This design comes from an exercise in tuning for small area and a short achievable clock period on the open sky130 flow, not from production work.
Only simulation tests tie the RTL to the original design; equivalence was not proved.
No driver is modelled on the clock port, so clocking that relies on it looks cheaper here than on a real chip.
No activity file was given, so power comes from the tool's default toggle rates.

// pkt_fifo_sync
module pkt_fifo_sync #(
  parameter int DATA_W    = 32,
  parameter int DEPTH     = 64,
  parameter int AF_THRESH = DEPTH - 4
) (
  input  logic                       clk,
  input  logic                       rst_n,
  input  logic                       s_tvalid,
  output logic                       s_tready,
  input  logic [DATA_W-1:0]          s_tdata,
  input  logic                       s_tlast,
  input  logic                       s_tuser,
  output logic                       m_tvalid,
  input  logic                       m_tready,
  output logic [DATA_W-1:0]          m_tdata,
  output logic                       m_tlast,
  output logic [$clog2(DEPTH+1)-1:0] level,
  output logic [$clog2(DEPTH+1)-1:0] pkt_count,
  output logic                       almost_full,
  output logic                       drop_pulse
);
Settings: LEC_CHECK=0, CAP_MARGIN=5, CORE_MARGIN=2, CORE_UTILIZATION=60, CTS_CLUSTER_DIAMETER=80, CTS_CLUSTER_SIZE=30, SETUP_SLACK_MARGIN=3.0, SLEW_MARGIN=5; clock period 5.5 ns.
run.sh (not shown) runs the stock make flow with config.mk's settings and CLKGATE_MAP_FILE= SYNTH_SCRIPT=/design/flow/synth_recipe.tcl, a recipe that flattens the netlist after the stock synthesis.
Then changed:
- CAP_MARGIN: 5 -> 20
- GPL_TIMING_DRIVEN: default -> 0
- SLEW_MARGIN: 5 -> 20
Result: Cell area grows by 5.5%. Worst hold slack degrades by 0.28 ns. Non-clock buffer count grows by 204. Flip-flop and latch count is unchanged. Total power grows by 6.0%. Clock power shrinks by about 0.5%. Sequential power shrinks by about 3%. Worst setup slack degrades by 0.13 ns.
Then changed:
- GPL_TIMING_DRIVEN: 0 -> default
- SETUP_SLACK_MARGIN: 3.0 -> 3.2
Result:
- cell area came out lower by about 2.4%
- combinational power came out lower by about 12%
- clock-buffer cell count came out higher by 3
- sequential share of layout area came out higher by 1.9 points
- clock skew stays flat
- clock power came out lower by about 3.5%
Then changed:
==> flow/flow/run.sh (new file) <==
#!/bin/bash
# Standard ORFS layout, with timing repair after CTS and after global routing
# run repeatedly (see repair.tcl).  Full tool output goes to flow_standard.log.
set -euo pipefail
W=$(pwd)
bash standard.sh PRE_CTS_TCL=$W/flow/repair.tcl PRE_GLOBAL_ROUTE_TCL=$W/flow/repair.tcl finish > $W/flow_standard.log 2>&1
==> flow/flow/repair.tcl (new file) <==
# Sourced before the CTS and global-route steps: the steps' timing repair
# (repair_timing_helper) is run several times instead of once, since one
# repair_timing call often stops well short of its setup margin.
proc repair_timing_helper { args } {
  set additional_args {}
  append_env_var additional_args SETUP_SLACK_MARGIN -setup_margin 1
  append_env_var additional_args HOLD_SLACK_MARGIN -hold_margin 1
  append_env_var additional_args SETUP_MOVE_SEQUENCE -sequence 1
  append_env_var additional_args TNS_END_PERCENT -repair_tns 1
  append_env_var additional_args SKIP_PIN_SWAP -skip_pin_swap 0
  append_env_var additional_args SKIP_GATE_CLONING -skip_gate_cloning 0
  append_env_var additional_args SKIP_BUFFER_REMOVAL -skip_buffer_removal 0
  append_env_var additional_args SKIP_LAST_GASP -skip_last_gasp 0
  append_env_var additional_args SKIP_VT_SWAP -skip_vt_swap 0
  append_env_var additional_args SKIP_CRIT_VT_SWAP -skip_crit_vt_swap 0
  append_env_var additional_args MATCH_CELL_FOOTPRINT -match_cell_footprint 0
  lappend additional_args {*}$args -verbose
  for {set i 0} {$i < 3} {incr i} {
    log_cmd repair_timing {*}$additional_args
  }
}
==> flow/standard.sh (new file) <==
#!/bin/bash
# synth_recipe.tcl (not shown) runs the flow's synth.tcl, then flattens the netlist and writes it again
# the make line also repeats each setting of config.mk as NAME=value (left out here)
make -C /OpenROAD-flow-scripts/flow DESIGN_CONFIG=/design/flow/config.mk WORK_HOME=/design/flow/orfs CLKGATE_MAP_FILE= SYNTH_SCRIPT=/design/flow/synth_recipe.tcl "${@:-finish}"
- SETUP_SLACK_MARGIN: 3.2 -> 3.0
removed: flow/run.sh
Effect: Total power is lower by 2.9%. Routed wire length is lower by about 2.2%. Setup slack loses 0.023 ns. Core utilization is lower by 1.9 points. Sequential cell count stays the same. Global-route usage is lower by 0.68 points. Synthesized cell count does not change. Clock skew is lower by 0.0070 ns. Sequential power is about the same. Register-to-register slack loses 0.06 ns. Synthesized area stays the same.
Then changed:
==> flow/run.sh (new file) <==
#!/bin/bash
# synth_recipe.tcl (not shown) runs the flow's synth.tcl, then flattens the netlist and writes it again
# the make line also repeats each setting of config.mk as NAME=value (left out here)
make -C /OpenROAD-flow-scripts/flow DESIGN_CONFIG=/design/flow/config.mk WORK_HOME=/design/flow/orfs CLKGATE_MAP_FILE= SYNTH_SCRIPT=/design/flow/synth_recipe.tcl finish
removed: flow/flow/run.sh
removed: flow/flow/repair.tcl
removed: flow/standard.sh
=> Global-route usage does not change; die area does not change; clock-buffer cell count stays the same; area after synthesis is unchanged; sequential share of layout area stays flat; flip-flop and latch count is unchanged.

port drivers added, routing unchanged:
The flow's constraints put no driver on any port. The routed layouts listed below were extracted and timed again, unchanged, in two steps.
Step 1: set_driving_cell puts a clkbuf_16 on clk and a buf_2 on each other input, an assumption about the parent block.
Step 2 also shifts input and output timing later by t, the mid clock arrival at the registers, as if the neighbouring blocks saw the same clock.
a / b / c = ideal / step 1 / step 2; a / b = the first two.
| run | t, ns | slack for setup (ns) | hold WS [ns] |
|---|---|---|---|
| the first run | 0.847 | 2.985 / 2.902 / 2.297 | 0.487 / 0.427 / 0.513 |
| the second run | 0.858 | 2.851 / 2.851 / 2.215 | 0.204 / 0.146 / 0.519 |
| the third run | 0.845 | 3.001 / 2.914 / 2.169 | 0.473 / 0.446 / 0.520 |
| the fourth run | 0.851 | 2.978 / 2.899 / 2.295 | 0.480 / 0.420 / 0.517 |
| the fifth run | 0.850 | 2.982 / 2.900 / 2.289 | 0.487 / 0.428 / 0.517 |
After both steps setup and hold are still met in every run listed. The setup slack of the third run, which loses most, moves by -0.087 ns with the drivers and by -0.832 ns with both steps.
